This design comes from an exercise in tuning for small area, a short achievable clock period and few clock cycles on the open sky130 flow, not from production work. Only simulation tests tie the RTL to the original design; equivalence was not proved. No activity file was given, so power comes from the tool's default toggle rates.

$ cat flow/design.v
`default_nettype none
package lweh_pkg;
	localparam int COUNT_W = 32;
	localparam int NLANE   = 4;
	localparam int NROW    = 13;
	localparam int DW      = 3;    
	localparam logic [NROW-1:0] TAPS = 13'b1_0100_1001_0010;
	localparam int ENT_W   = 6 + NROW;
	function automatic logic [NROW-1:0] row_hot(input logic [3:0] r);
		row_hot = '0;
		for (int i = 0; i < NROW; i++)
			if (r == 4'(i))
				row_hot[i] = 1'b1;
	endfunction
	function automatic logic [COUNT_W-1:0] sat_add(input logic [COUNT_W-1:0] v,
	                                               input logic [DW-1:0] d);
		logic [COUNT_W:0] s;
		s = {1'b0, v} + {{(COUNT_W+1-DW){1'b0}}, d};
		sat_add = s[COUNT_W] ? {COUNT_W{1'b1}} : s[COUNT_W-1:0];
	endfunction
	function automatic logic [DW:0] low_add(input logic [DW-1:0] v, input logic [DW-1:0] d);
		low_add = {1'b0, v} + {1'b0, d};
	endfunction
	function automatic logic [COUNT_W-1:0] high_carry(input logic [COUNT_W-1:0] v, input logic c);
		if (c && (&v[COUNT_W-1:DW]))
			high_carry = {COUNT_W{1'b1}};
		else
			high_carry = {v[COUNT_W-1:DW] + (COUNT_W-DW)'(c), v[DW-1:0]};
	endfunction
	function automatic logic [COUNT_W-1:0] sat_add_fast(input logic [COUNT_W-1:0] v,
	                                                    input logic [DW-1:0] d);
		logic [DW:0]         lo;
		logic [COUNT_W-DW-1:0] hi, hi1;
		lo  = {1'b0, v[DW-1:0]} + {1'b0, d};
		hi  = v[COUNT_W-1:DW];
		hi1 = hi + 1'b1;
		if (lo[DW] && (&hi))
			sat_add_fast = {COUNT_W{1'b1}};
		else
			sat_add_fast = {lo[DW] ? hi1 : hi, lo[DW-1:0]};
	endfunction
	function automatic logic [COUNT_W-1:0] sat_inc(input logic [COUNT_W-1:0] v);
		sat_inc = (&v) ? v : v + 1'b1;
	endfunction
endpackage
`default_nettype wire
`default_nettype none
module lweh_front (
	input  wire         clk,
	input  wire         arst_n,
	input  wire         head_valid,
	input  wire  [lweh_pkg::ENT_W-1:0] head,
	input  wire         take,         
	output logic        c_valid,      
	output logic        c_letter,
	output logic        c_first,
	output logic        c_end,
	output logic        c_read,
	output logic        c_inr,        
	output logic [3:0]  c_lane,       
	output logic [12:0] c_row         
);
	logic        mode, op, is_letter, u, c0;
	logic [12:0] row;
	logic        in_word_q;
	logic        last_u_q;
	logic        last_c0_q;
	logic [12:0] last_row_q;
	logic        s_u, s_c0;
	assign {mode, op, is_letter, c_inr, u, c0, row} = head;
	always_comb begin
		c_letter = 1'b0;
		c_first  = 1'b0;
		c_end    = 1'b0;
		c_read   = 1'b0;
		s_u      = u;
		s_c0     = c0;
		c_row    = row;
		if (op) begin
			c_read = 1'b1;
		end else if (is_letter) begin
			c_letter = 1'b1;
			c_first  = !in_word_q;
			s_u      = u && mode;
		end else begin
			c_end = in_word_q;
			s_u   = last_u_q && mode;
			s_c0  = last_c0_q;
			c_row = last_row_q;
		end
		c_valid = head_valid && (c_letter || c_end || c_read);
		c_lane  = {s_u && s_c0, s_u && !s_c0, !s_u && s_c0, !s_u && !s_c0};
	end
	always_ff @(posedge clk or negedge arst_n) begin
		if (!arst_n) begin
			in_word_q  <= 1'b0;
			last_u_q   <= 1'b0;
			last_c0_q  <= 1'b0;
			last_row_q <= '0;
		end else if (take && head_valid && !op) begin
			if (is_letter) begin
				in_word_q  <= 1'b1;
				last_u_q   <= u;
				last_c0_q  <= c0;
				last_row_q <= row;
			end else begin
				in_word_q <= 1'b0;
			end
		end
	end
endmodule
`default_nettype wire
`default_nettype none
module lweh_queue (
	input  wire         clk,
	input  wire         arst_n,
	input  wire         in_valid,
	output logic        in_stall,
	input  wire  [14:0] in_data,
	input  wire         mode,
	input  wire         pop,
	output logic        head_valid,
	output logic [lweh_pkg::ENT_W-1:0] head
);
	localparam int EW = lweh_pkg::ENT_W;
	logic          v0_q, v1_q;
	logic [EW-1:0] e0_q, e1_q;
	logic          push;
	logic [EW-1:0] ent;
	always_comb begin
		logic       op, is_lower, is_upper, inr;
		logic [7:0] b;
		logic [5:0] q;
		logic       u;
		logic [4:0] c;
		op       = in_data[14];
		b        = in_data[13:6];
		q        = in_data[5:0];
		is_lower = (b >= 8'h61) && (b <= 8'h7a);
		is_upper = (b >= 8'h41) && (b <= 8'h5a);
		inr      = q < 6'd52;
		if (op) begin
			u = inr && (q >= 6'd26);
			c = !inr ? 5'd0 : (q >= 6'd26) ? 5'(q - 6'd26) : q[4:0];
		end else begin
			u = is_upper;
			c = b[4:0] - 5'd1;
		end
		ent = {mode, op, is_lower || is_upper, inr, u, c[0], lweh_pkg::row_hot(c[4:1])};
	end
	assign in_stall   = v1_q;
	assign push       = in_valid && !v1_q;
	assign head_valid = v0_q;
	assign head       = e0_q;
	always_ff @(posedge clk) begin
		if (pop || !v0_q)
			e0_q <= v1_q ? e1_q : ent;
		if (push && v0_q && !pop)
			e1_q <= ent;
	end
	always_ff @(posedge clk or negedge arst_n) begin
		if (!arst_n) begin
			v0_q <= 1'b0;
			v1_q <= 1'b0;
		end else begin
			if (pop || !v0_q)
				v0_q <= v1_q || push;
			if (pop)
				v1_q <= 1'b0;
			else if (push && v0_q)
				v1_q <= 1'b1;
		end
	end
endmodule
`default_nettype wire
`default_nettype none
module lweh_back (
	input  wire         clk,
	input  wire         arst_n,
	input  wire         c_valid,
	input  wire         c_letter,
	input  wire         c_first,
	input  wire         c_end,
	input  wire         c_read,
	input  wire         c_inr,
	input  wire  [3:0]  c_lane,
	input  wire  [12:0] c_row,
	input  wire         head_valid,
	output logic        take,
	output logic        out_valid,
	input  wire         out_stall,
	output logic [127:0] out_data
);
	localparam int W  = lweh_pkg::COUNT_W;
	localparam int NL = lweh_pkg::NLANE;
	localparam int NR = lweh_pkg::NROW;
	localparam int DW = lweh_pkg::DW;
	logic [NR-1:0] rot_q;       
	logic [NR-1:0] rot_n;
	logic [NR-1:0] hrow;        
	logic [NR-1:0] vld_q;       
	logic [3*W-1:0] ring_q [NL][NR];
	logic [DW-1:0] pocc_q [NL][NR];
	logic [DW-1:0] pbeg_q [NL][NR];
	logic [DW-1:0] pend_q [NL][NR];
	logic          s_valid_q, s_letter_q, s_first_q, s_end_q, s_read_q, s_inr_q;
	logic [NL-1:0] s_lane_q;
	logic [NR-1:0] s_row_q;
	logic [NR-1:0] s_pos_q;
	logic          ovf_q;       
	logic [W-1:0]  total_q;
	logic            rw_valid_q;
	logic [NL-1:0]   rw_lane_q;   
	logic [NR-1:0]   rw_pos_q;
	logic [3*DW-1:0] rw_pend_q;
	logic [W-1:0]    rw_total_q;
	logic           o_valid_q;
	logic [127:0]   o_data_q;
	logic            hold, go, cap, s_rd;
	logic [NL-1:0]   skip_q;
	logic [NR-1:0]   c_pos_hot;
	logic [3*DW-1:0] rd_pend;
	assign out_valid = o_valid_q;
	assign out_data  = o_data_q;
	always_comb begin
		s_rd = s_valid_q && s_read_q;
		cap  = rw_valid_q && (|(rw_pos_q & lweh_pkg::TAPS)) && (!o_valid_q || !out_stall);
		hold = s_valid_q && (ovf_q || (s_read_q && rw_valid_q && !cap));
		go   = s_valid_q && !hold;
		take = !hold;
	end
	always_comb begin
		rot_n = {rot_q[NR-2:0], rot_q[NR-1]};
		for (int y = 0; y < NR; y++)
			hrow[y] = rot_q[(NR - 1 - y) % NR];
		for (int p = 0; p < NR; p++) begin
			c_pos_hot[p] = 1'b0;
			for (int y = 0; y < NR; y++)
				c_pos_hot[p] = c_pos_hot[p] | (c_row[y] && rot_n[(p - y + NR) % NR]);
		end
	end
	logic ovf_c, ovf_s;
	always_comb begin
		logic nf_o, nf_b, nf_e;
		ovf_c = 1'b0;
		ovf_s = 1'b0;
		for (int l = 0; l < NL; l++)
			for (int r = 0; r < NR; r++) begin
				nf_o = pocc_q[l][r][DW-1] && pocc_q[l][r][DW-2];
				nf_b = pbeg_q[l][r][DW-1] && pbeg_q[l][r][DW-2];
				nf_e = pend_q[l][r][DW-1] && pend_q[l][r][DW-2];
				if (c_lane[l] && c_row[r] &&
				    ((c_letter && (nf_o || (c_first && nf_b))) || (c_end && nf_e)))
					ovf_c = 1'b1;
				if (s_lane_q[l] && s_row_q[r] &&
				    ((s_letter_q && (nf_o || (s_first_q && nf_b))) || (s_end_q && nf_e)))
					ovf_s = 1'b1;
			end
	end
	always_ff @(posedge clk) begin
		if (take) begin
			s_letter_q <= c_letter;
			s_first_q  <= c_first;
			s_end_q    <= c_end;
			s_read_q   <= c_read;
			s_inr_q    <= c_inr;
			s_lane_q   <= c_lane;
			s_row_q    <= c_row;
			s_pos_q    <= c_pos_hot;
		end else begin
			s_pos_q    <= {s_pos_q[NR-2:0], s_pos_q[NR-1]};
		end
	end
	always_ff @(posedge clk or negedge arst_n) begin
		if (!arst_n) begin
			s_valid_q <= 1'b0;
			ovf_q     <= 1'b0;
			rot_q     <= NR'(1);
			vld_q     <= '0;
			skip_q    <= '0;
		end else begin
			if (take)
				s_valid_q <= c_valid;
			ovf_q  <= take ? ovf_c : ovf_s;
			rot_q  <= rot_n;
			vld_q  <= {vld_q[NR-2:0], 1'b1};
			for (int l = 0; l < NL; l++)
				skip_q[l] <= (rw_valid_q && rw_lane_q[l] && rw_pos_q[NR-2]) ||
				             (s_rd && s_lane_q[l] && s_pos_q[NR-2]) ||
				             (take && c_read && c_lane[l] && c_pos_hot[NR-1]);
		end
	end
	for (genvar l = 0; l < NL; l++) begin : g_lane
		logic [3*DW-1:0] hp;
		logic [3*W-1:0]  base;
		logic [2:0]      cy_q;      
		logic [DW:0]     lo [3];
		always_comb begin
			hp = '0;
			for (int r = 0; r < NR; r++)
				if (hrow[r])
					hp = hp | {pocc_q[l][r], pbeg_q[l][r], pend_q[l][r]};
			if (skip_q[l])
				hp = '0;
			base = vld_q[NR-1] ? ring_q[l][NR-1] : '0;
			for (int k = 0; k < 3; k++)
				lo[k] = lweh_pkg::low_add(base[k*W +: DW], hp[k*DW +: DW]);
		end
		always_ff @(posedge clk) begin
			for (int k = 0; k < 3; k++) begin
				ring_q[l][0][k*W +: W] <= {base[k*W+DW +: W-DW], lo[k][DW-1:0]};
				cy_q[k]                <= lo[k][DW];
				ring_q[l][1][k*W +: W] <= lweh_pkg::high_carry(ring_q[l][0][k*W +: W], cy_q[k]);
			end
			for (int p = 2; p < NR; p++)
				ring_q[l][p] <= ring_q[l][p-1];
		end
		for (genvar r = 0; r < NR; r++) begin : g_row
			logic hit, clr;
			assign hit = go && s_lane_q[l] && s_row_q[r];
			assign clr = hrow[r] && !skip_q[l];
			always_ff @(posedge clk or negedge arst_n) begin
				if (!arst_n) begin
					pocc_q[l][r] <= '0;
					pbeg_q[l][r] <= '0;
					pend_q[l][r] <= '0;
				end else begin
					pocc_q[l][r] <= (clr ? '0 : pocc_q[l][r]) + DW'(hit && s_letter_q);
					pbeg_q[l][r] <= (clr ? '0 : pbeg_q[l][r]) + DW'(hit && s_letter_q && s_first_q);
					pend_q[l][r] <= (clr ? '0 : pend_q[l][r]) + DW'(hit && s_end_q);
				end
			end
		end
	end
	always_ff @(posedge clk or negedge arst_n) begin
		if (!arst_n)
			total_q <= '0;
		else if (go && s_letter_q)
			total_q <= lweh_pkg::sat_inc(total_q);
	end
	always_comb begin
		rd_pend = '0;
		for (int l = 0; l < NL; l++)
			for (int r = 0; r < NR; r++)
				if (s_lane_q[l] && s_row_q[r])
					rd_pend = rd_pend | {pocc_q[l][r], pbeg_q[l][r], pend_q[l][r]};
	end
	always_ff @(posedge clk) begin
		if (go && s_read_q) begin
			rw_lane_q  <= s_inr_q ? s_lane_q : '0;
			rw_pos_q   <= {s_pos_q[NR-2:0], s_pos_q[NR-1]};
			rw_pend_q  <= s_inr_q ? rd_pend : '0;
			rw_total_q <= total_q;
		end else begin
			rw_pos_q   <= {rw_pos_q[NR-2:0], rw_pos_q[NR-1]};
		end
	end
	logic [NL-1:0][NR-1:0] rw_sel_q;
	always_ff @(posedge clk) begin
		logic [NL-1:0] ln;
		logic [NR-1:0] ps;
		if (go && s_read_q) begin
			ln = s_inr_q ? s_lane_q : '0;
			ps = {s_pos_q[NR-2:0], s_pos_q[NR-1]};
		end else begin
			ln = rw_lane_q;
			ps = {rw_pos_q[NR-2:0], rw_pos_q[NR-1]};
		end
		for (int l = 0; l < NL; l++)
			for (int p = 0; p < NR; p++)
				rw_sel_q[l][p] <= lweh_pkg::TAPS[p] && ln[l] && ps[p] && (p == 0 || vld_q[(p + NR - 1) % NR]);
	end
	logic [3*W-1:0] rd_ring;
	always_comb begin
		rd_ring = '0;
		for (int l = 0; l < NL; l++)
			for (int p = 0; p < NR; p++)
				if (lweh_pkg::TAPS[p] && rw_sel_q[l][p])
					rd_ring = rd_ring | ring_q[l][p];
	end
	always_ff @(posedge clk) begin
		if (cap)
			o_data_q <= {lweh_pkg::sat_add_fast(rd_ring[3*W-1:2*W], rw_pend_q[3*DW-1:2*DW]),
			             lweh_pkg::sat_add_fast(rd_ring[2*W-1:W],   rw_pend_q[2*DW-1:DW]),
			             lweh_pkg::sat_add_fast(rd_ring[W-1:0],     rw_pend_q[DW-1:0]),
			             rw_total_q};
	end
	always_ff @(posedge clk or negedge arst_n) begin
		if (!arst_n) begin
			rw_valid_q <= 1'b0;
			o_valid_q  <= 1'b0;
		end else begin
			rw_valid_q <= (go && s_read_q) || (rw_valid_q && !cap);
			if (cap)
				o_valid_q <= 1'b1;
			else if (!out_stall)
				o_valid_q <= 1'b0;
		end
	end
endmodule
`default_nettype wire
`default_nettype none
module letter_word_edge_histogram (
	input  wire                    clk,
	input  wire                    arst_n,
	input  wire                    in_valid,
	output logic                   in_stall,
	input  wire  [14:0]            in_data,
	output logic                   out_valid,
	input  wire                    out_stall,
	output logic [127:0]           out_data,
	input  wire                    cfg_wr_en,
	input  wire                    cfg_wr_data
);
	logic        case_sensitive_q;
	logic        head_valid;
	logic [lweh_pkg::ENT_W-1:0] head;
	logic        take;
	logic        c_valid, c_letter, c_first, c_end, c_read, c_inr;
	logic [3:0]  c_lane;
	logic [12:0] c_row;
	always_ff @(posedge clk or negedge arst_n) begin
		if (!arst_n)
			case_sensitive_q <= 1'b0;
		else if (cfg_wr_en)
			case_sensitive_q <= cfg_wr_data;
	end
	lweh_queue u_queue (
		.clk        (clk),
		.arst_n     (arst_n),
		.in_valid   (in_valid),
		.in_stall   (in_stall),
		.in_data    (in_data),
		.mode       (case_sensitive_q),
		.pop        (take && head_valid),
		.head_valid (head_valid),
		.head       (head)
	);
	lweh_front u_front (
		.clk        (clk),
		.arst_n     (arst_n),
		.head_valid (head_valid),
		.head       (head),
		.take       (take),
		.c_valid    (c_valid),
		.c_letter   (c_letter),
		.c_first    (c_first),
		.c_end      (c_end),
		.c_read     (c_read),
		.c_inr      (c_inr),
		.c_lane     (c_lane),
		.c_row      (c_row)
	);
	lweh_back u_back (
		.clk        (clk),
		.arst_n     (arst_n),
		.c_valid    (c_valid),
		.c_letter   (c_letter),
		.c_first    (c_first),
		.c_end      (c_end),
		.c_read     (c_read),
		.c_inr      (c_inr),
		.c_lane     (c_lane),
		.c_row      (c_row),
		.head_valid (head_valid),
		.take       (take),
		.out_valid  (out_valid),
		.out_stall  (out_stall),
		.out_data   (out_data)
	);
endmodule
`default_nettype wire
$ cat flow/config.mk
export PLATFORM = sky130hd
export DESIGN_NAME = letter_word_edge_histogram
export DESIGN_NICKNAME = letter_word_edge_histogram
export VERILOG_FILES = /design/flow/design.v
export SDC_FILE = /design/flow/constraint.sdc
export NUM_CORES = 4
export LEC_CHECK = 0
export ABC_CLOCK_PERIOD_IN_PS = 2500
export CAP_MARGIN = 20
export CORE_MARGIN = 2
export CORE_UTILIZATION = 55
export SETUP_SLACK_MARGIN = 1.8
export SLEW_MARGIN = 20
$ cat flow/run.sh
#!/bin/bash
# synth_recipe.tcl (not shown) runs the flow's synth.tcl, then flattens the netlist and writes it again
# the make line also repeats each setting of config.mk as NAME=value (left out here)
make -C /OpenROAD-flow-scripts/flow DESIGN_CONFIG=/design/flow/config.mk WORK_HOME=/design/flow/orfs CLKGATE_MAP_FILE= SYNTH_SCRIPT=/design/flow/synth_recipe.tcl finish
$ cat flow/constraint.sdc
create_clock -name core_clock -period 5.0 [get_ports {clk}]
set_input_delay 1.0000 -clock core_clock [delete_from_list [all_inputs] [get_ports {clk}]]
set_output_delay 1.0000 -clock core_clock [all_outputs]
set_load 0.01 [all_outputs]
==> results of run 1 <==
-- path summary, 6_finish.rpt --
path                       cells after the start                          start                           endpoint  slack [ns]
max                                           13    u_back.rw_sel_q[10]$_DFF_P_  u_back.o_data_q[93]$_SDFFCE_PP1P_        1.52
min reg2reg                                    0  u_back.ring_q[16][66]$_DFF_P_      u_back.ring_q[17][66]$_DFF_P_        0.28
min                                            1                         arst_n  u_front.last_row_q[8]$_DFFE_PN0P_        0.05
max in group asynchronous                      2                         arst_n     u_back.pocc_q[41][2]$_DFF_PN0_        3.71
min in group core_clock                        0  u_back.ring_q[16][66]$_DFF_P_      u_back.ring_q[17][66]$_DFF_P_        0.28
max reg2reg                                   13    u_back.rw_sel_q[10]$_DFF_P_  u_back.o_data_q[93]$_SDFFCE_PP1P_        1.52
-- worst max-delay path, delay by kind of cell, from the launching register on --
kind            cells  cell delay [ns]
flops               1             0.38
compound gates      5             0.89
buf+inv             2             0.30
simple gates        4             0.89
mux                 1             0.34
fa+ha+maj           1             0.40
-- repair_timing --
item | in CTS | in global routing
gates resized for setup | 185 | 172
setup endpoints to repair | 257 | 119
cloned | 16 | 3
pin swaps | 41 | 46
setup buffers | 203 | 74
-- cell type report --
class,count,area share (%)
Tap cell,3978,2.524
Timing Repair Buffer,694,3.797
Antenna cell,69,0.08755
Inverter,61,0.1174
Sequential cell,5836,61.87
Multi-Input combinational cell,6013,21.96
Clock buffer,777,8.134
Clock inverter,226,1.510
-- report_power, final --
group | internal (mW) | leakage, nW | switching [mW]
sequential | 49.0 | 49.4 | 4.10
combinational | 3.73 | 22.9 | 8.48
clock | 24.5 | 9.30 | 18.5
-- cells by family (layout without fill, tap and decap cells) --
family | after synthesis | count (layout)
muxes | 54 | 54
xor gates and xnor gates | 470 | 470
other | 1 | 70
AOI/OAI and AO/OA | 2049 | 2049
and+or+nand+nor | 3034 | 3035
adders and majority gates | 404 | 404
buffers and inverters | 597 | 1758
DFF | 5836 | 5836
-- sequential cells by signal (all words and copies together), names as in the netlist, 4 cells and up --
name / count
u_back.pbeg_q: 156
u_back.pocc_q: 156
u_back.vld_q: 13
u_back.s_lane_q: 4
u_back.ring_q: 4992
u_back.rot_q: 13
u_back.skip_q: 4
u_back.rw_total_q: 32
u_queue.e1_q: 19
u_queue.e0_q: 19
u_front.last_row_q: 13
u_back.rw_lane_q: 4
u_back.s_row_q: 13
u_back.rw_pos_q: 13
u_back.pend_q: 156
u_back.s_pos_q: 13
u_back.rw_sel_q: 20
u_back.o_data_q: 128
u_back.g_lane.cy_q: 12
u_back.total_q: 32
u_back.rw_pend_q: 9
-- cells in the mapped netlist, drive strengths merged, types with 18 or more instances --
cell type / number / area [µm²]
a21oi: 88 / 451.7
a41oi: 18 / 157.7
o21ai: 188 / 967.2
inv: 59 / 221.5
dfxtp: 5054 / 101200
a22oi: 498 / 3739
a31oi: 69 / 431.7
nor2: 327 / 1242
xnor2: 293 / 2566
nor3: 51 / 270.3
nand2: 810 / 3040
mux2: 48 / 540.5
dfrtp: 552 / 13810
a222oi: 51 / 510.5
a22o: 459 / 4020
xor2: 177 / 1550
a32oi: 55 / 481.7
nand4: 267 / 1815
clkbuf: 265 / 996.0
nand3: 302 / 1526
ha: 389 / 4867
edfxtp: 229 / 6877
or3: 44 / 275.3
and4: 42 / 370.3
a221oi: 504 / 4420
a21o: 33 / 247.7
nand2b: 130 / 813.3
and2: 774 / 4842
buf: 271 / 1903
o22ai: 27 / 168.9
nor4: 25 / 186.4
and3: 219 / 1375
-- cell usage in the layout, fill, tap and decap left out, types with 100 or more instances in the layout --
master | synthesis | final
nand2_1 | 810 | 785
nand3_1 | 299 | 292
a221oi_1 | 503 | 473
dfrtp_1 | 552 | 538
and2_1 | 774 | 764
nand2b_1 | 130 | 124
edfxtp_1 | 229 | 229
buf_4 | 80 | 370
dfxtp_1 | 5054 | 5034
clkbuf_1 | 264 | 107
xnor2_1 | 293 | 292
a22oi_1 | 498 | 486
xor2_1 | 177 | 174
clkdlybuf4s50_1 | 0 | 126
and3_1 | 218 | 212
a22o_1 | 459 | 459
ha_1 | 389 | 380
nand4_1 | 248 | 248
clkbuf_16 | 0 | 572
o21ai_0 | 154 | 143
clkbuf_8 | 0 | 100
nor2_1 | 323 | 319
-- per-layer routing --
| layer | GRT usage (%) | routed length [µm] | vias to the layer above |
|---|---|---|---|
| li1 | - | - | 45600 |
| met1 | 50.76 | 247000 | 54660 |
| met2 | 55.44 | 254500 | 6030 |
| met3 | 9.285 | 56230 | 1778 |
| met4 | 20.36 | 37250 | 32 |
| met5 | 0 | 209 | - |
==> flow_metrics.py, run 1 <==
metrics = {
    "outcome": {
        "status": "no timing/DRC/antenna violations",
    },
    "synthesis": {
        "seq_area_frac_synth_pct": 72.93,
        "ys_types": 90,
        "synth_cells": 12450,
        "synthXorXnorAreaFrac_pct": 2.463,
        "async_reset_ff_share_pct": 9.476,
        "synth_flop_cell": "dfxtp_1",
        "netlist_area_mm2": 0.1671,
        "yosysWarnings": 12,
        "avgSynthCellArea_um2": 13.43,
        "synth_nets": 12870,
        "synthSimpleGateAreaFrac_pct": 9.643,
        "synth-compound-area-share_pct": 9.635,
        "synthMuxAreaShare_pct": 0.3594,
        "synth_enable_flop_cells": 229,
        "synth-seq-cells": 5836,
        "synth_top_family_by_area": "simple AND/OR/NAND/NOR gates",
        "synth_adder_area_share_pct": 3.092,
    },
    "power": {
        "power_leakage_nw": 81.61,
        "max-vdd-ir-drop_mv": 0.5398,
        "powerDensity_mw_per_mm2": 549.3,
        "fin_total_pwr_mw": 108.3,
    },
    "cts": {
        "cts-root-buf": "clkbuf_16",
        "cts_hold_buf": 0,
        "worstSkewPairLatency_ns": 1.04,
        "clock-sinks": 5836,
        "cts_tree": "done",
        "htreeDepth": 6,
        "clk_pin_slew_ns": 0.06,
        "cts-buffers-inserted": 550,
        "cts_buffer_depth": 4,
    },
    "setup_path": {
        "crit_type": "reg -> reg",
        "cp.required_ns": 5.75,
        "cp_data_arrival_time_ns": 4.23,
        "crit_fanout": 5,
        "critPathSlowestCell": "ha_1",
        "max_stage_delay_ns": 0.40,
        "startpoint_type": "flop",
        "cp_cell_sequence": "buf_6 -> a22o_1 -> a221oi_2 -> nand4_1 -> ha_1 -> a21o_1 -> a21oi_4 -> a21oi_4 -> nand3_2 -> nor4b_4 -> buf_6 -> nand4_1 -> mux2_4",
        "critPathCaptureType": "flop",
    },
    "die": {
        "die-area_mm2": 0.3083,
        "start_util_pct": 55.24,
        "dieWidth_um": 555.2,
        "coreArea_mm2": 0.3025,
        "num_rows": 202,
        "dieHeight_um": 555.2,
        "ios": 151,
    },
    "job": {
        "max_cap_viol_count": 0,
    },
    "final_layout": {
        "multi_input_area_mm2": 0.04331,
        "fin_util_pct": 65.19,
        "nFillCells": 21870,
        "seqCellArea_mm2": 0.1220,
        "nets": 13580,
        "syn_to_final_growth_pct": 18.01,
        "drive_above_1_share_pct": 12.91,
        "design_area_mm2": 0.1972,
        "fin_cells": 17650,
    },
    "placement": {
        "place_ws_ns": 0.7879,
        "numPlacedInstances": 16290,
        "hpwlAfterDp_mm": 380.6,
        "placedInstanceArea_mm2": 0.1733,
        "placement.io_buffers": 150,
        "gp_congestion": 1.085,
    },
    "timing": {
        "worst_slew_pin_slew_ns": 1.230,
        "finClkSkew_ns": 0.06622,
        "setup_viol": 0,
        "period_needed_ns": 3.483,
        "fin_crit_sh_pct": 69.66,
        "maxSlewHeadroom_pct": 17.74,
        "fmax_mhz": 287.1,
        "maxSlewViolCount": 0,
        "rsz0062_at_grt": "true",
        "hold_slack_ns": 0.05016,
        "finalSetupTns_ns": 0,
        "fin_ws_ns": 1.517,
        "hold_viol_final": 0,
    },
    "global_route": {
        "antenna_found_initial": 64,
        "grt_use_total_pct": 37.52,
        "grt_pass1_wl_mm": 816.1,
        "grt_pass1_vias": 106200,
        "grt_max_degree": 134,
        "grt-ovfl-total": 0,
    },
    "detailed_routing": {
        "drc_errors": 0,
        "ant_nets": 0,
        "dr.pass1.iters": 13,
        "drt_iter0_markers": 13130,
        "vias": 108100,
        "post_drt_wl_per_cell_um": 33.71,
        "routed_wl_mm": 595.2,
        "viasPerCell": 6.123,
    },
    "worst_hold_path": {
        "hp-class": "in -> async",
    },
}
Testbench counts, summed over its fixed seeds: cycles 20,301.
==> run 2, diff against run 1 <==
--- a/flow/design.v
+++ b/flow/design.v
@@ -3,7 +3,7 @@
 	localparam int COUNT_W = 32;
 	localparam int NLANE   = 4;
 	localparam int NROW    = 13;
-	localparam int DW      = 3;    
+	localparam int DW      = 2;    
 	localparam logic [NROW-1:0] TAPS = 13'b1_0100_1001_0010;
 	localparam int ENT_W   = 6 + NROW;
 	function automatic logic [NROW-1:0] row_hot(input logic [3:0] r);
@@ -214,9 +214,13 @@
 	logic [NR-1:0]   rw_pos_q;
 	logic [3*DW-1:0] rw_pend_q;
 	logic [W-1:0]    rw_total_q;
+	logic            r_valid_q;
+	logic [3*W-1:0]  r_ring_q;
+	logic [3*DW-1:0] r_pend_q;
+	logic [W-1:0]    r_total_q;
 	logic           o_valid_q;
 	logic [127:0]   o_data_q;
-	logic            hold, go, cap, s_rd;
+	logic            hold, go, cap, s_rd, r_move;
 	logic [NL-1:0]   skip_q;
 	logic [NR-1:0]   c_pos_hot;
 	logic [3*DW-1:0] rd_pend;
@@ -224,7 +228,8 @@
 	assign out_data  = o_data_q;
 	always_comb begin
 		s_rd = s_valid_q && s_read_q;
-		cap  = rw_valid_q && (|(rw_pos_q & lweh_pkg::TAPS)) && (!o_valid_q || !out_stall);
+		r_move = r_valid_q && (!o_valid_q || !out_stall);
+		cap    = rw_valid_q && (|(rw_pos_q & lweh_pkg::TAPS)) && (!r_valid_q || r_move);
 		hold = s_valid_q && (ovf_q || (s_read_q && rw_valid_q && !cap));
 		go   = s_valid_q && !hold;
 		take = !hold;
@@ -241,21 +246,29 @@
 	end
 	logic ovf_c, ovf_s;
 	always_comb begin
-		logic nf_o, nf_b, nf_e;
-		ovf_c = 1'b0;
-		ovf_s = 1'b0;
+		logic clr, same, inc_o, inc_b, inc_e;
+		logic f3o, f3b, f3e, f2o, f2b, f2e;
+		f3o = 1'b0; f3b = 1'b0; f3e = 1'b0;
+		f2o = 1'b0; f2b = 1'b0; f2e = 1'b0;
 		for (int l = 0; l < NL; l++)
 			for (int r = 0; r < NR; r++) begin
-				nf_o = pocc_q[l][r][DW-1] && pocc_q[l][r][DW-2];
-				nf_b = pbeg_q[l][r][DW-1] && pbeg_q[l][r][DW-2];
-				nf_e = pend_q[l][r][DW-1] && pend_q[l][r][DW-2];
-				if (c_lane[l] && c_row[r] &&
-				    ((c_letter && (nf_o || (c_first && nf_b))) || (c_end && nf_e)))
-					ovf_c = 1'b1;
-				if (s_lane_q[l] && s_row_q[r] &&
-				    ((s_letter_q && (nf_o || (s_first_q && nf_b))) || (s_end_q && nf_e)))
-					ovf_s = 1'b1;
+				clr = hrow[r] && !skip_q[l];
+				if (c_lane[l] && c_row[r] && !clr) begin
+					f3o = f3o | (pocc_q[l][r] == 2'd3);
+					f3b = f3b | (pbeg_q[l][r] == 2'd3);
+					f3e = f3e | (pend_q[l][r] == 2'd3);
+					f2o = f2o | (pocc_q[l][r] == 2'd2);
+					f2b = f2b | (pbeg_q[l][r] == 2'd2);
+					f2e = f2e | (pend_q[l][r] == 2'd2);
+				end
 			end
+		ovf_s = ovf_q && !(|(s_row_q & hrow) && |(s_lane_q & ~skip_q));
+		same  = (|(s_lane_q & c_lane)) && (|(s_row_q & c_row)) && go;
+		inc_o = same && s_letter_q;
+		inc_b = same && s_letter_q && s_first_q;
+		inc_e = same && s_end_q;
+		ovf_c = (c_letter && ((f3o || (f2o && inc_o)) || (c_first && (f3b || (f2b && inc_b))))) ||
+		        (c_end && (f3e || (f2e && inc_e)));
 	end
 	always_ff @(posedge clk) begin
 		if (take) begin
@@ -379,19 +392,26 @@
 					rd_ring = rd_ring | ring_q[l][p];
 	end
 	always_ff @(posedge clk) begin
-		if (cap)
-			o_data_q <= {lweh_pkg::sat_add_fast(rd_ring[3*W-1:2*W], rw_pend_q[3*DW-1:2*DW]),
-			             lweh_pkg::sat_add_fast(rd_ring[2*W-1:W],   rw_pend_q[2*DW-1:DW]),
-			             lweh_pkg::sat_add_fast(rd_ring[W-1:0],     rw_pend_q[DW-1:0]),
-			             rw_total_q};
+		if (cap) begin
+			r_ring_q  <= rd_ring;
+			r_pend_q  <= rw_pend_q;
+			r_total_q <= rw_total_q;
+		end
+		if (r_move)
+			o_data_q <= {lweh_pkg::sat_add_fast(r_ring_q[3*W-1:2*W], r_pend_q[3*DW-1:2*DW]),
+			             lweh_pkg::sat_add_fast(r_ring_q[2*W-1:W],   r_pend_q[2*DW-1:DW]),
+			             lweh_pkg::sat_add_fast(r_ring_q[W-1:0],     r_pend_q[DW-1:0]),
+			             r_total_q};
 	end
 	always_ff @(posedge clk or negedge arst_n) begin
 		if (!arst_n) begin
 			rw_valid_q <= 1'b0;
+			r_valid_q  <= 1'b0;
 			o_valid_q  <= 1'b0;
 		end else begin
 			rw_valid_q <= (go && s_read_q) || (rw_valid_q && !cap);
-			if (cap)
+			r_valid_q  <= cap || (r_valid_q && !r_move);
+			if (r_move)
 				o_valid_q <= 1'b1;
 			else if (!out_stall)
 				o_valid_q <= 1'b0;
--- a/flow/config.mk
+++ b/flow/config.mk
@@ -8,6 +8,9 @@
 export ABC_CLOCK_PERIOD_IN_PS = 2500
 export CAP_MARGIN = 20
 export CORE_MARGIN = 2
-export CORE_UTILIZATION = 55
-export SETUP_SLACK_MARGIN = 1.8
+export CORE_UTILIZATION = 60
+export CTS_CLUSTER_DIAMETER = 80
+export CTS_CLUSTER_SIZE = 24
+export PLACE_DENSITY = 0.68
+export SETUP_SLACK_MARGIN = 1.75
 export SLEW_MARGIN = 20
==> run 2 against run 1 <==
  * First-iteration DRC count down 13%
  * Clock skew down 0.0042 ns
  * Still clean on timing, DRC and antenna
  * Power down 33%
  * Largest cell class unchanged
  * Non-clock buffer count down 166
  * Worst hold slack better by 0.084 ns
  * Fmax down 10%
  * Setup slack worse by 0.39 ns
==> flow_metrics.py, run 2 <==
metrics = {
    "outcome": {
        "status": "no timing/DRC/antenna violations",
    },
    "setup_path": {
        "cp_cell_sequence": "buf_4 -> nand2_1 -> nand3_1 -> o221ai_1 -> o311ai_2 -> o2111ai_2 -> o311a_1 -> or4_4 -> a221o_1",
        "startpoint_type": "flop",
        "cp_data_arrival_time_ns": 4.68,
        "critPathSlowestCell": "dfrtp_1",
        "cp.required_ns": 5.81,
        "critPathCaptureType": "flop",
        "crit_fanout": 12,
        "crit_type": "reg -> reg",
        "max_stage_delay_ns": 0.64,
    },
    "power": {
        "powerDensity_mw_per_mm2": 404.9,
        "combPwrFrac_pct": 0.3,
        "seq_power_share_pct": 64.2,
        "p_int_mw": 58.00,
        "p_sw_share_pct": 20.22,
        "power.share.clock_pct": 35.5,
        "max-vdd-ir-drop_mv": 0.4252,
        "power_leakage_nw": 72.61,
        "switchingPower_mw": 14.70,
    },
    "timing": {
        "fin_crit_sh_pct": 77.51,
        "worst_slew_pin_slew_ns": 1.258,
        "maxSlewHeadroom_pct": 16.14,
        "setup_viol": 0,
        "finClkSkew_ns": 0.06204,
        "hold_viol_final": 0,
        "fmax_mhz": 258.0,
        "finalSetupTns_ns": 0,
        "rsz0062_at_grt": "true",
        "maxSlewViolCount": 0,
        "period_needed_ns": 3.875,
    },
    "final_layout": {
        "nFillCells": 19340,
        "fin_cells": 16100,
        "final_cell_mix": "dfxtp_1 (5034), nand2_1 (863), and2_1 (533)",
        "largest-register": "u_back.ring_q",
        "nets": 12620,
        "multi_input_area_mm2": 0.03916,
        "largest_register_ffs": 4992,
        "seqCellArea_mm2": 0.1220,
        "drive_above_1_share_pct": 7.974,
        "fin_util_pct": 66.49,
        "final_common_cell": "dfxtp_1",
        "syn_to_final_growth_pct": 10.51,
        "biggestRegsByFlops": "u_back.ring_q: 4992 flops, u_back.o_data_q: 128 flops",
    },
    "detailed_routing": {
        "drc_errors": 0,
        "viasPerCell": 6.250,
        "routed_wl_mm": 524.1,
        "post_drt_wl_per_cell_um": 32.55,
        "dr.pass1.iters": 10,
        "vias": 100600,
        "drt_iter0_markers": 11460,
        "ant_nets": 0,
    },
    "synthesis": {
        "synthTopCellsByCount": "dfxtp_1 (5054), nand2_1 (875), and2_1 (538)",
        "synth_area_leaders": "dfxtp_1 (62%), edfxtp_1 (6.7%), dfrtp_1 (6.1%)",
        "synth-seq-cells": 5812,
        "yosysWarnings": 12,
        "synth_nets": 12340,
        "synth_flop_cell": "dfxtp_1",
        "yosysMostFrequentCell": "dfxtp_1",
        "synth_top_area_share_pct": 62.27,
        "synth_enable_flop_cells": 360,
        "synth_area_leader_cell": "dfxtp_1",
        "avgSynthCellArea_um2": 13.43,
        "async_reset_ff_share_pct": 6.848,
        "seq_area_frac_synth_pct": 75.06,
        "ys_types": 88,
        "netlist_area_mm2": 0.1625,
        "synth_cells": 12100,
    },
    "placement": {
        "numPlacedInstances": 15590,
        "hpwlAfterDp_mm": 345.0,
        "gp_congestion": 1.075,
        "placement.io_buffers": 150,
    },
    "global_route": {
        "grt_pass1_vias": 98660,
        "grt_max_degree": 122,
        "grt_use_total_pct": 37.20,
        "antenna_found_initial": 37,
        "grt-ovfl-total": 0,
        "grt_pass1_wl_mm": 727.8,
    },
    "die": {
        "num_rows": 191,
        "ios": 151,
        "dieWidth_um": 524.4,
        "start_util_pct": 60.17,
        "coreArea_mm2": 0.2700,
        "die-area_mm2": 0.2750,
        "dieHeight_um": 524.4,
    },
    "job": {
        "max_cap_viol_count": 0,
    },
    "cts": {
        "cts_tree": "done",
        "clock-sinks": 5812,
        "cts-buffers-inserted": 292,
        "cts-root-buf": "clkbuf_16",
        "htreeDepth": 5,
        "worstSkewPairLatency_ns": 0.95,
        "clk_pin_slew_ns": 0.09,
        "cts_hold_buf": 0,
        "cts_buffer_depth": 4,
    },
    "worst_hold_path": {
        "hp-class": "in -> async",
    },
}
==> run 2: cell count changes after synthesis, moves of 39 or more <==
| cell | before | now |
|---|---|---|
| and2_1 | 774 | 538 |
| a22oi_1 | 498 | 359 |
| ha_1 | 389 | 203 |
| buf_6 | 60 | 2 |
| buf_1 | 23 | 84 |
| inv_1 | 58 | 98 |
| buf_2 | 108 | 19 |
| xor2_1 | 177 | 234 |
| buf_4 | 80 | 4 |
| dfrtp_1 | 552 | 397 |
| clkbuf_1 | 264 | 432 |
| nand2_1 | 810 | 875 |
| nor2b_1 | 16 | 55 |
| edfxtp_1 | 229 | 360 |
==> run 2: final timing paths <==
| kind | cells after the start | from | to | slack, ns |
|---|---|---|---|---|
| setup / recovery | 9 | u_back.rot_q[2]$_DFF_PN0_ | u_back.ovf_q$_DFF_PN0_ | 1.12 |
| hold / removal | 1 | arst_n | u_back.pbeg_q[41][0]$_DFF_PN0_ | 0.13 |
| setup reg to reg | 9 | u_back.rot_q[2]$_DFF_PN0_ | u_back.ovf_q$_DFF_PN0_ | 1.12 |
| hold reg to reg | 0 | u_back.ring_q[19][4]$_DFF_P_ | u_back.ring_q[20][4]$_DFF_P_ | 0.31 |
| max in group asynchronous | 2 | arst_n | u_back.rot_q[1]$_DFF_PN0_ | 3.70 |
| min in group core_clock | 0 | u_back.ring_q[19][4]$_DFF_P_ | u_back.ring_q[20][4]$_DFF_P_ | 0.31 |
==> run 2: metal layers <==
| metal | vias up | GRT usage (%) | wire [µm] |
|---|---|---|---|
| li1 | 42990 | - | - |
| met3 | 1444 | 7.458 | 46570 |
| met4 | 22 | 18.04 | 30210 |
| met2 | 5335 | 56.07 | 227300 |
| met1 | 50850 | 51.63 | 219800 |
| met5 | - | 0 | 130 |
==> run 2: repair_timing <==
item / CTS / global route
buffers inserted: 56 / 7
pin swaps: 26 / 8
hold endpoints to repair: 0 / 0
cloned: 3 / 3
setup endpoints to repair: 117 / 82
resized for setup: 134 / 21
==> run 2: final cells by class <==
class	instances	share of cell area (%)
clock buffer	382	4.334
timing repair buffer	528	2.739
multi-input combinational	5642	21.81
tap	3570	2.488
antenna	16	0.02230
sequential	5812	67.97
clock inverter	45	0.4083
inverter	106	0.2306
==> run 2: through the flow <==
step / hold WS, ns / power, mW / area [µm²] / setup slack, ns
after floorplan: 0.3096 / 47.85 / 163100 / 1.288
after global placement: 0.3095 / 47.97 / 169700 / 0.3762
after detailed placement: 0.3121 / 47.98 / 169700 / 0.4090
after CTS: 0.1804 / 72.89 / 179300 / 1.351
after global routing: 0.2041 / 74.60 / 179500 / 1.177
final: 0.1344 / 72.70 / 179600 / 1.125
==> run 2: worst max-delay path: cells and delay by family, from the launching register on <==
family	cells	cell delay, ns
buffers and inverters	1	0.46
and+or+nand+nor	3	1.07
DFF	1	0.64
AOI/OAI and AO/OA	5	1.60
==> run 2: kinds of logic after synthesis <==
| logic type | synth area share (%) |
|---|---|
| AO/OA/AOI/OAI | 9.020 |
| XOR/XNOR | 2.798 |
| adder cells (fa/ha/maj) | 1.748 |
| buffers and inverters | 1.528 |
| flip-flops | 75.06 |
| multiplexers | 0.2179 |
| other | 0.002308 |
| AND/OR/NAND/NOR | 9.631 |
==> run 2: power groups by stage <==
stage / clock network (mW) / registers [mW] / logic, mW
2_1_floorplan: 0 / 47.8 / 0.0710
3_3_place_gp: 0 / 47.8 / 0.194
3_5_place_dp: 0 / 47.8 / 0.202
4_1_cts: 26.0 / 46.7 / 0.203
5_1_grt: 27.7 / 46.7 / 0.221
6_report: 25.8 / 46.7 / 0.199
Testbench counts of run 2, summed over its fixed seeds: cycles 20,365.
==> run 3, diff against run 2 <==
--- a/flow/design.v
+++ b/flow/design.v
@@ -50,6 +50,7 @@
 	input  wire         arst_n,
 	input  wire         head_valid,
 	input  wire  [lweh_pkg::ENT_W-1:0] head,
+	output logic        pop,          
 	input  wire         take,         
 	output logic        c_valid,      
 	output logic        c_letter,
@@ -60,51 +61,72 @@
 	output logic [3:0]  c_lane,       
 	output logic [12:0] c_row         
 );
-	logic        mode, op, is_letter, u, c0;
+	logic        mode, op, is_letter, inr, u, c0;
 	logic [12:0] row;
 	logic        in_word_q;
 	logic        last_u_q;
 	logic        last_c0_q;
 	logic [12:0] last_row_q;
 	logic        s_u, s_c0;
-	assign {mode, op, is_letter, c_inr, u, c0, row} = head;
+	logic        n_letter, n_first, n_end, n_read;
+	logic [3:0]  n_lane;
+	logic [12:0] n_row;
+	assign {mode, op, is_letter, inr, u, c0, row} = head;
+	assign pop = head_valid && (!c_valid || take);
 	always_comb begin
-		c_letter = 1'b0;
-		c_first  = 1'b0;
-		c_end    = 1'b0;
-		c_read   = 1'b0;
+		n_letter = 1'b0;
+		n_first  = 1'b0;
+		n_end    = 1'b0;
+		n_read   = 1'b0;
 		s_u      = u;
 		s_c0     = c0;
-		c_row    = row;
+		n_row    = row;
 		if (op) begin
-			c_read = 1'b1;
+			n_read = 1'b1;
 		end else if (is_letter) begin
-			c_letter = 1'b1;
-			c_first  = !in_word_q;
+			n_letter = 1'b1;
+			n_first  = !in_word_q;
 			s_u      = u && mode;
 		end else begin
-			c_end = in_word_q;
+			n_end = in_word_q;
 			s_u   = last_u_q && mode;
 			s_c0  = last_c0_q;
-			c_row = last_row_q;
+			n_row = last_row_q;
+		end
+		n_lane = {s_u && s_c0, s_u && !s_c0, !s_u && s_c0, !s_u && !s_c0};
+	end
+	always_ff @(posedge clk) begin
+		if (pop) begin
+			c_letter <= n_letter;
+			c_first  <= n_first;
+			c_end    <= n_end;
+			c_read   <= n_read;
+			c_inr    <= inr;
+			c_lane   <= n_lane;
+			c_row    <= n_row;
 		end
-		c_valid = head_valid && (c_letter || c_end || c_read);
-		c_lane  = {s_u && s_c0, s_u && !s_c0, !s_u && s_c0, !s_u && !s_c0};
 	end
 	always_ff @(posedge clk or negedge arst_n) begin
 		if (!arst_n) begin
+			c_valid    <= 1'b0;
 			in_word_q  <= 1'b0;
 			last_u_q   <= 1'b0;
 			last_c0_q  <= 1'b0;
 			last_row_q <= '0;
-		end else if (take && head_valid && !op) begin
-			if (is_letter) begin
-				in_word_q  <= 1'b1;
-				last_u_q   <= u;
-				last_c0_q  <= c0;
-				last_row_q <= row;
-			end else begin
-				in_word_q <= 1'b0;
+		end else begin
+			if (pop)
+				c_valid <= n_letter || n_end || n_read;
+			else if (take)
+				c_valid <= 1'b0;
+			if (pop && !op) begin
+				if (is_letter) begin
+					in_word_q  <= 1'b1;
+					last_u_q   <= u;
+					last_c0_q  <= c0;
+					last_row_q <= row;
+				end else begin
+					in_word_q <= 1'b0;
+				end
 			end
 		end
 	end
@@ -220,7 +242,7 @@
 	logic [W-1:0]    r_total_q;
 	logic           o_valid_q;
 	logic [127:0]   o_data_q;
-	logic            hold, go, cap, s_rd, r_move;
+	logic            hold, go, go_cnt, cap, s_rd, r_move;
 	logic [NL-1:0]   skip_q;
 	logic [NR-1:0]   c_pos_hot;
 	logic [3*DW-1:0] rd_pend;
@@ -232,6 +254,7 @@
 		cap    = rw_valid_q && (|(rw_pos_q & lweh_pkg::TAPS)) && (!r_valid_q || r_move);
 		hold = s_valid_q && (ovf_q || (s_read_q && rw_valid_q && !cap));
 		go   = s_valid_q && !hold;
+		go_cnt = s_valid_q && !ovf_q;
 		take = !hold;
 	end
 	always_comb begin
@@ -246,14 +269,13 @@
 	end
 	logic ovf_c, ovf_s;
 	always_comb begin
-		logic clr, same, inc_o, inc_b, inc_e;
+		logic c_clr, same, inc_o, inc_b, inc_e;
 		logic f3o, f3b, f3e, f2o, f2b, f2e;
 		f3o = 1'b0; f3b = 1'b0; f3e = 1'b0;
 		f2o = 1'b0; f2b = 1'b0; f2e = 1'b0;
 		for (int l = 0; l < NL; l++)
-			for (int r = 0; r < NR; r++) begin
-				clr = hrow[r] && !skip_q[l];
-				if (c_lane[l] && c_row[r] && !clr) begin
+			for (int r = 0; r < NR; r++)
+				if (c_lane[l] && c_row[r]) begin
 					f3o = f3o | (pocc_q[l][r] == 2'd3);
 					f3b = f3b | (pbeg_q[l][r] == 2'd3);
 					f3e = f3e | (pend_q[l][r] == 2'd3);
@@ -261,14 +283,15 @@
 					f2b = f2b | (pbeg_q[l][r] == 2'd2);
 					f2e = f2e | (pend_q[l][r] == 2'd2);
 				end
-			end
-		ovf_s = ovf_q && !(|(s_row_q & hrow) && |(s_lane_q & ~skip_q));
-		same  = (|(s_lane_q & c_lane)) && (|(s_row_q & c_row)) && go;
+		c_clr = (|(c_row & hrow)) && (|(c_lane & ~skip_q));
+		ovf_s = ovf_q && !((|(s_row_q & hrow)) && (|(s_lane_q & ~skip_q)));
+		same  = (|(s_lane_q & c_lane)) && (|(s_row_q & c_row)) && go_cnt;
 		inc_o = same && s_letter_q;
 		inc_b = same && s_letter_q && s_first_q;
 		inc_e = same && s_end_q;
-		ovf_c = (c_letter && ((f3o || (f2o && inc_o)) || (c_first && (f3b || (f2b && inc_b))))) ||
-		        (c_end && (f3e || (f2e && inc_e)));
+		ovf_c = !c_clr &&
+		        ((c_letter && ((f3o || (f2o && inc_o)) || (c_first && (f3b || (f2b && inc_b))))) ||
+		         (c_end && (f3e || (f2e && inc_e))));
 	end
 	always_ff @(posedge clk) begin
 		if (take) begin
@@ -300,7 +323,7 @@
 			for (int l = 0; l < NL; l++)
 				skip_q[l] <= (rw_valid_q && rw_lane_q[l] && rw_pos_q[NR-2]) ||
 				             (s_rd && s_lane_q[l] && s_pos_q[NR-2]) ||
-				             (take && c_read && c_lane[l] && c_pos_hot[NR-1]);
+				             (take && c_valid && c_read && c_lane[l] && c_pos_hot[NR-1]);
 		end
 	end
 	for (genvar l = 0; l < NL; l++) begin : g_lane
@@ -330,7 +353,7 @@
 		end
 		for (genvar r = 0; r < NR; r++) begin : g_row
 			logic hit, clr;
-			assign hit = go && s_lane_q[l] && s_row_q[r];
+			assign hit = go_cnt && s_lane_q[l] && s_row_q[r];
 			assign clr = hrow[r] && !skip_q[l];
 			always_ff @(posedge clk or negedge arst_n) begin
 				if (!arst_n) begin
@@ -348,7 +371,7 @@
 	always_ff @(posedge clk or negedge arst_n) begin
 		if (!arst_n)
 			total_q <= '0;
-		else if (go && s_letter_q)
+		else if (go_cnt && s_letter_q)
 			total_q <= lweh_pkg::sat_inc(total_q);
 	end
 	always_comb begin
@@ -436,6 +459,7 @@
 	logic        head_valid;
 	logic [lweh_pkg::ENT_W-1:0] head;
 	logic        take;
+	logic        pop;
 	logic        c_valid, c_letter, c_first, c_end, c_read, c_inr;
 	logic [3:0]  c_lane;
 	logic [12:0] c_row;
@@ -452,7 +476,7 @@
 		.in_stall   (in_stall),
 		.in_data    (in_data),
 		.mode       (case_sensitive_q),
-		.pop        (take && head_valid),
+		.pop        (pop),
 		.head_valid (head_valid),
 		.head       (head)
 	);
@@ -461,6 +485,7 @@
 		.arst_n     (arst_n),
 		.head_valid (head_valid),
 		.head       (head),
+		.pop        (pop),
 		.take       (take),
 		.c_valid    (c_valid),
 		.c_letter   (c_letter),
--- a/flow/config.mk
+++ b/flow/config.mk
@@ -12,5 +12,5 @@
 export CTS_CLUSTER_DIAMETER = 80
 export CTS_CLUSTER_SIZE = 24
 export PLACE_DENSITY = 0.68
-export SETUP_SLACK_MARGIN = 1.75
+export SETUP_SLACK_MARGIN = 1.85
 export SLEW_MARGIN = 20
==> run 3 against run 2 <==
  * Synthesized cell count down 1.0%
  * Highest routed layer unchanged
  * Cell area decreased by 1.2%
  * Still clean
  * Clock skew is 0.0070 ns lower
  * Critical path type unchanged
  * Utilization down 0.80 points
  * Final cell count decreased by 1.6%
  * Non-clock buffer count down 142
  * Die area barely moved
  * Critical endpoint is now u_back.rw_pend_q[2]$_SDFFCE_PN0P_
  * Area after synthesis is essentially flat
  * Setup slack gained 0.68 ns
==> flow_metrics.py, run 3 <==
metrics = {
    "cts": {
        "cts-buffers-inserted": 295,
        "cts_tree": "done",
        "clock-sinks": 5835,
        "cts-root-buf": "clkbuf_16",
        "cts_buffer_depth": 4,
        "clk_pin_slew_ns": 0.10,
        "htreeDepth": 5,
        "worstSkewPairLatency_ns": 0.96,
    },
    "timing": {
        "hold_viol_final": 0,
        "finClkSkew_ns": 0.05503,
        "finalSetupTns_ns": 0,
        "worst_slew_pin_slew_ns": 1.210,
        "setup_viol": 0,
        "fmax_mhz": 312.7,
        "rsz0062_at_grt": "true",
        "period_needed_ns": 3.198,
        "maxSlewHeadroom_pct": 19.34,
        "fin_crit_sh_pct": 63.96,
        "maxSlewViolCount": 0,
    },
    "placement": {
        "hpwlAfterDp_mm": 325.8,
        "placement.io_buffers": 150,
        "placedInstanceArea_mm2": 0.1685,
        "gp_congestion": 1.042,
    },
    "final_layout": {
        "biggestRegsByFlops": "u_back.ring_q: 4992 flops, u_back.o_data_q: 128 flops",
        "final_cell_mix": "dfxtp_1 (5034), nand2_1 (832), and2_1 (552)",
        "nets": 12330,
        "design_area_mm2": 0.1774,
        "drive_above_1_share_pct": 6.010,
        "largest-register": "u_back.ring_q",
        "nFillCells": 19660,
        "largest_register_ffs": 4992,
        "final_common_cell": "dfxtp_1",
        "syn_to_final_growth_pct": 9.224,
    },
    "setup_path": {
        "cp_data_arrival_time_ns": 3.82,
        "cp.required_ns": 5.62,
        "crit_fanout": 17,
        "startpoint_type": "flop",
        "crit_type": "reg -> reg",
        "critPathCaptureType": "flop",
    },
    "worst_hold_path": {
        "hp-class": "in -> async",
    },
    "global_route": {
        "grt_pass1_wl_mm": 701.9,
        "grt-ovfl-total": 0,
        "antenna_found_initial": 25,
        "grt_pass1_vias": 96170,
        "grt_use_total_pct": 35.60,
        "grt_max_degree": 138,
    },
    "detailed_routing": {
        "post_drt_wl_per_cell_um": 31.54,
        "vias": 97450,
        "drc_errors": 0,
        "dr.pass1.iters": 10,
        "drt_iter0_markers": 11990,
        "ant_nets": 0,
        "routed_wl_mm": 499.7,
        "viasPerCell": 6.150,
    },
    "die": {
        "num_rows": 191,
        "start_util_pct": 60.15,
        "dieWidth_um": 524.3,
        "coreArea_mm2": 0.2700,
        "die-area_mm2": 0.2749,
        "ios": 151,
        "dieHeight_um": 524.3,
    },
    "power": {
        "fin_total_pwr_mw": 83.67,
        "power_leakage_nw": 70.39,
        "powerDensity_mw_per_mm2": 471.6,
        "max-vdd-ir-drop_mv": 0.5445,
    },
    "synthesis": {
        "ys_types": 82,
        "synth_area_leader_cell": "dfxtp_1",
        "synth_top_area_share_pct": 62.29,
        "synth_flop_cell": "dfxtp_1",
        "seq_area_frac_synth_pct": 75.50,
        "synth_cells": 11970,
        "yosysMostFrequentCell": "dfxtp_1",
        "avgSynthCellArea_um2": 13.57,
        "synth_area_leaders": "dfxtp_1 (62%), edfxtp_1 (7.1%), dfrtp_1 (6.1%)",
        "synth_enable_flop_cells": 382,
        "synth_nets": 12210,
        "synth-seq-cells": 5835,
        "netlist_area_mm2": 0.1624,
        "synthTopCellsByCount": "dfxtp_1 (5054), nand2_1 (836), and2_1 (552)",
        "async_reset_ff_share_pct": 6.838,
        "yosysWarnings": 12,
    },
    "job": {
        "max_cap_viol_count": 0,
    },
    "outcome": {
        "status": "no timing/DRC/antenna violations",
    },
}
-- run 3: changes by cell type in the layout (fill, tap and decap cells not counted), sizes merged, moves of 44 or more --
cell   before  now
and3      236  185
nand3     306  350
nand4     284  386
o21ai     131   82
a21oi     121   62
buf       379  235
o22ai      20   69
-- run 3: path summary, 6_finish.rpt --
| kind | cells past startpoint | slack [ns] | start | to |
|---|---|---|---|---|
| setup reg to reg | 5 | 1.80 | u_back.s_row_q[12]$_DFFE_PN_ | u_back.rw_pend_q[2]$_SDFFCE_PN0P_ |
| min in group core_clock | 0 | 0.31 | u_back.ring_q[35][25]$_DFF_P_ | u_back.ring_q[36][25]$_DFF_P_ |
| hold / removal | 1 | 0.03 | arst_n | u_back.total_q[12]$_DFFE_PN0P_ |
| max in group asynchronous | 2 | 3.88 | arst_n | u_back.pend_q[19][0]$_DFF_PN0_ |
| hold reg to reg | 0 | 0.31 | u_back.ring_q[35][25]$_DFF_P_ | u_back.ring_q[36][25]$_DFF_P_ |
| setup / recovery | 5 | 1.80 | u_back.s_row_q[12]$_DFFE_PN_ | u_back.rw_pend_q[2]$_SDFFCE_PN0P_ |
-- run 3: layout make-up --
cell class                      instances  area (µm²)  area share (%)
Antenna cell                           46       115.1         0.06488
Clock buffer                          387        7834           4.416
Clock inverter                         49       718.2          0.4048
Inverter                               89       339.1          0.1911
Multi-Input combinational cell       5483       37520           21.15
Sequential cell                      5835      122700           69.17
Tap cell                             3570        4467           2.518
Timing Repair Buffer                  386        3691           2.081
-- run 3: through the flow --
stage	setup slack (ns)	hold WS [ns]	std cells	utilization, %
3_5_place_dp	1.232	0.3121	15350	62.38
6_report	1.802	0.02824	15850	65.70
5_1_grt	1.797	0.07119	15840	65.69
3_3_place_gp	1.324	0.3095	15350	62.37
2_1_floorplan	1.407	0.3096	11970	-
4_1_cts	1.805	0.06745	15790	65.60
-- run 3: metal layers --
| metal | wire, µm | global-route usage, % | share of wire (%) |
|---|---|---|---|
| met4 | 28930 | 17.53 | 5.8 |
| met1 | 210700 | 49.14 | 42 |
| met3 | 41790 | 6.987 | 8.4 |
| met2 | 218200 | 53.95 | 44 |
| met5 | 99 | 0.03465 | 0.020 |
-- run 3: power breakdown --
part | switching (mW) | leakage (nW) | internal (mW) | total [mW]
Sequential | 3.95 | 49.5 | 48.4 | 52.3
Clock | 14.8 | 4.12 | 11.3 | 26.1
Combinational | 3.17 | 16.8 | 2.11 | 5.28
-- run 3: critical path: stages (launching register included) --
cell and delay [ns]:
edfxtp_1 0.94, buf_4 0.52, a22oi_1 0.12, a31oi_1 0.43, a21oi_1 0.08, a41oi_1 0.78
-- run 3: cell families (layout without fill, tap and decap cells) --
kind of cell	count (synthesis)	after routing	synth area share, %
AO/OA/AOI/OAI	1688	1688	8.363
XOR/XNOR	536	536	2.890
adder cells (fa/ha/maj)	218	218	1.749
buffers and inverters	654	911	1.550
flip-flops	5835	5835	75.50
multiplexers	52	52	0.3559
other	1	47	0.002309
AND/OR/NAND/NOR	2988	2988	9.588
-- run 3: repair_timing --
item                       4_1_cts  5_1_grt
resized for setup               29       20
gates cloned                     1        0
setup endpoints to repair       84       53
pin swaps                        0        2
hold buffers                     0        0
hold endpoints to repair         0        0
buffers inserted                 6        5
Testbench counts of run 3, summed over its fixed seeds: cycles 20,365.

[what the ideal ports hide]
How much do the figures lean on ideal ports? The routed layouts below were timed once more, with nothing changed but the port constraints. Step 1 (the two cells are an assumption about what drives the block):
set clk [get_ports {clk}]
set_driving_cell -lib_cell sky130_fd_sc_hd__clkbuf_16 $clk
set_driving_cell -lib_cell sky130_fd_sc_hd__buf_2 [delete_from_list [all_inputs] $clk]
Step 2 moves the port delays by t, midway between the first and last clock arrival at a register: inputs arrive t later, outputs are due t later. That takes back most of the time a late clock gives input paths. a / b / c = ideal ports / drivers / drivers and shift; a / b = the first two.
run	shift t [ns]	setup WS [ns]	worst hold slack (ns)	cell pins on the clock port's net
run 1	1.111	1.517 / 1.517 / 0.969	0.050 / -0.007 / 0.284	1
run 2	1.036	1.125 / 1.125 / 0.624	0.134 / 0.068 / 0.312	1
run 3	1.036	1.802 / 1.802 / 1.236	0.028 / -0.022 / 0.310	1
After both steps setup and hold are still met in every run listed. The setup slack of run 3, which loses most, moves by 0.000 ns with the drivers and by -0.566 ns with both steps.
